This design comes from an exercise in tuning for small area, a short achievable clock period and few clock cycles per item on the open sky130 flow, not from production work.
In this exercise RTL edits were held to simulation tests only and were not proved equivalent to the original.
Power figures rest on the tool's default switching activity, not on a simulated workload.

## lc4_ooo_core
module lc4_ooo_core (
   input  logic        gwe,
   input  logic        rst_n,
   output logic [15:0] imem_addr,
   input  logic [15:0] imem_out,
   output logic        commit_valid,
   output logic [15:0] commit_pc,
   output logic [15:0] commit_insn,
   output logic [15:0] commit_value,
   output logic        commit_we,
   output logic [2:0]  commit_reg,
   output logic [2:0]  commit_nzp
);
   logic [15:0] pc_f;
   logic        d_valid;
   logic [15:0] d_insn;
   logic        x_valid, x_we, x_mulph;
   logic [15:0] x_insn, x_a, x_b;
   logic [7:0]  x_one, x_two, x_neg;    
   logic        c_valid, c_we, c_zero;
   logic [15:0] c_pc, c_insn, c_value;
   logic [15:0] rf [8];
   logic [7:0]  rf_ok;
   logic        x_sub, x_and, x_or, x_xor, x_mul;
   logic        stall, x_wr;
   logic [15:0] sum, res, mul_s, mul_c;
   assign stall = x_valid && x_mul && !x_mulph;    
   assign sum   = x_a + (x_b ^ {16{x_sub}}) + {15'd0, x_sub};
   lc4_mul_csa i_mul (.a(x_a), .one(x_one), .two(x_two), .neg(x_neg), .s(mul_s), .c(mul_c));
   always_comb begin
      if (x_and)
         res = x_a & x_b;
      else if (x_or)
         res = x_a | x_b;
      else if (x_xor)
         res = x_a ^ x_b;
      else
         res = sum;
   end
   assign x_wr = x_valid && x_we && !stall;
   logic [3:0]  d_op;
   logic [2:0]  d_rs, d_rt, d_fn;
  ...
clock: 9.0 ns
lec_check: 0
abc_area: 1
cap_margin: 20
core_margin: 2
core_utilization: 40
slew_margin: 20
standard.sh (not shown) runs the stock make flow with config.mk's settings and CLKGATE_MAP_FILE= SYNTH_SCRIPT=/design/flow/synth_recipe.tcl, a recipe that flattens the netlist after the stock synthesis.
==> flow/flow/run.sh <==
#!/bin/bash
# Standard layout (the standard.sh), with plain buffers on the ports and a
# tighter setup repair target. Each tool's output goes to a log in this folder.
set -euo pipefail
bash standard.sh BUFFER_PORTS_ARGS="-buffer_cell sky130_fd_sc_hd__buf_2" SETUP_SLACK_MARGIN=5.5 finish > flow_make.log 2>&1
Testbench counts at the start, summed over its fixed seeds: cycles 17,590, items 16,000.
==> next run, changes <==
==> flow/flow/run.sh (replaced) <==
#!/bin/bash
# Standard layout (the standard.sh), with plain buffers on the ports and a
# tighter setup repair target. Each tool's output goes to a log in this folder.
set -euo pipefail
bash standard.sh BUFFER_PORTS_ARGS="-buffer_cell sky130_fd_sc_hd__buf_1" SETUP_SLACK_MARGIN=5.5 finish > flow_make.log 2>&1
Settings changed: ABC_AREA 1 to unset, CTS_CLUSTER_DIAMETER set to 120, CTS_CLUSTER_SIZE set to 22.
=> The new run completed with no timing, DRC or antenna violations; wire length shrinks by about a fifth; count of clock-buffer cells in the layout drops by 17; clock skew is about the same; total power is lower by a few percent; core utilization decreases by 1.6 points.
==> next run, changes <==
==> flow/flow/run.sh (replaced) <==
#!/bin/bash
# Standard layout (the standard.sh), with plain buffers on the ports and a
# tighter setup repair target. Each tool's output goes to a log in this folder.
set -euo pipefail
bash standard.sh BUFFER_PORTS_ARGS="-buffer_cell sky130_fd_sc_hd__buf_2" SETUP_SLACK_MARGIN=5.5 finish > flow_make.log 2>&1
Settings changed: CORE_UTILIZATION 40 to 55, PLACE_DENSITY set to 0.72.
Routed wire length shrinks by 1.5%.
Core utilization grows by 17 points.
Fmax shrinks by 1.3%.
Clock-buffer cell count does not change.
Non-clock buffer count grows by 6.
Cell count shrinks by about 7%.
==> next run, changes <==
Settings changed: CORE_UTILIZATION 55 to 40, CTS_CLUSTER_DIAMETER 120 to unset, CTS_CLUSTER_SIZE 22 to unset, PLACE_DENSITY 0.72 to unset.
What happened:
- The new run completed without violations
- power is higher by 12%
- via count hardly moves
- routed wire length is higher by 4.5%
- synthesized area does not change
- sequential share of layout area is lower by 1.8 points
- critical path depth stays the same
- global-route usage is lower by 5.8 points
- count of clock-buffer cells in the layout is higher by 21
- design area is higher by 4.3%

---

Starting RTL as in the previous note.
==> flow/config.mk <==
export PLATFORM = sky130hd
export DESIGN_NAME = lc4_ooo_core
export DESIGN_NICKNAME = lc4_ooo_core
export VERILOG_FILES = /design/flow/design.v
export SDC_FILE = /design/flow/constraint.sdc
export NUM_CORES = 4
export LEC_CHECK = 0
export CAP_MARGIN = 20
export CORE_MARGIN = 2
export CORE_UTILIZATION = 40
export SETUP_SLACK_MARGIN = 5
export SLEW_MARGIN = 20
==> flow/constraint.sdc <==
create_clock -name core_clock -period 9.0 [get_ports {gwe}]
set_input_delay 1.8000 -clock core_clock [delete_from_list [all_inputs] [get_ports {gwe}]]
set_output_delay 1.8000 -clock core_clock [all_outputs]
set_load 0.01 [all_outputs]
run.sh (not shown) runs the stock make flow with config.mk's settings and CLKGATE_MAP_FILE= SYNTH_SCRIPT=/design/flow/synth_recipe.tcl, a recipe that flattens the netlist after the stock synthesis.
Stock flow here: none of the scripts above is used.
Testbench counts at the start, summed over its fixed seeds: cycles 17,590, items 16,000.
Edit:
==> flow/flow/run.sh (new file) <==
#!/bin/bash
# Standard layout (the standard.sh), with plain buffers on the ports and a
# tighter setup repair target. Each tool's output goes to a log in this folder.
set -euo pipefail
bash standard.sh BUFFER_PORTS_ARGS="-buffer_cell sky130_fd_sc_hd__buf_2" SETUP_SLACK_MARGIN=5.5 finish > flow_make.log 2>&1
==> flow/standard.sh (new file) <==
#!/bin/bash
# synth_recipe.tcl (not shown) runs the flow's synth.tcl, then flattens the netlist and writes it again
# the make line also repeats each setting of config.mk as NAME=value (left out here)
make -C /OpenROAD-flow-scripts/flow DESIGN_CONFIG=/design/flow/config.mk WORK_HOME=/design/flow/orfs CLKGATE_MAP_FILE= SYNTH_SCRIPT=/design/flow/synth_recipe.tcl "${@:-finish}"
Settings changed: CTS_CLUSTER_DIAMETER from default to 120, CTS_CLUSTER_SIZE from default to 22, SETUP_SLACK_MARGIN 5 to default.
removed: flow/run.sh
Via count is about the same. Setup slack improves by 360 ps. First-iteration DRC count came out lower by 19%. Routed wire length came out lower by about 0.6%. Clock power came out lower by about 40%. Clock-buffer cell count came out lower by 14.
Edit:
Settings changed: CTS_CLUSTER_DIAMETER 120 to 150, CTS_CLUSTER_SIZE 22 to 30.
Outcome: Count of clock-buffer cells in the layout goes down by 8; non-clock buffer count goes down by 2; final area goes down by about 0.9%; via count goes down by about 0.7%.

port drivers added, routing unchanged:
The results above use ideal ports. As a check the final layouts listed here were re-extracted and re-timed, cells and wires unchanged. Step 1 assumes that a clkbuf_16 drives the clock port and a buf_2 every other input. Step 2 moves the port delays by t, midway between the first and last clock arrival at a register: inputs arrive t later, outputs are due t later. That takes back most of the time a late clock gives input paths. a / b / c = ideal / step 1 / step 2; a / b = the first two.
run	shift t [ns]	setup WS [ns]	worst setup path after step 2	latest minus earliest clock arrival (ns)	slew at the worst register clock pin (ns)
the first run of note 1	0.567	5.557 / 5.557 / 5.557	register to register	0.024 / 0.024	0.06 / 0.06
the second run of note 1	0.568	5.625 / 5.625 / 5.625	register to register	0.022 / 0.021	0.10 / 0.10
the third run of note 1	0.555	5.581 / 5.581 / 5.581	register to register	0.020 / 0.019	0.10 / 0.10
the fourth run of note 1	0.570	5.619 / 5.619 / 5.619	register to register	0.021 / 0.021	0.06 / 0.06
the first run of note 2	0.623	5.250 / 5.250 / 5.250	register to register	0.029 / 0.029	0.07 / 0.07
the second run of note 2	0.557	5.613 / 5.613 / 5.613	register to register	0.020 / 0.020	0.10 / 0.10
the third run of note 2	0.557	5.643 / 5.643 / 5.643	register to register	0.029 / 0.029	0.12 / 0.12
After both steps every run listed still meets setup and hold.
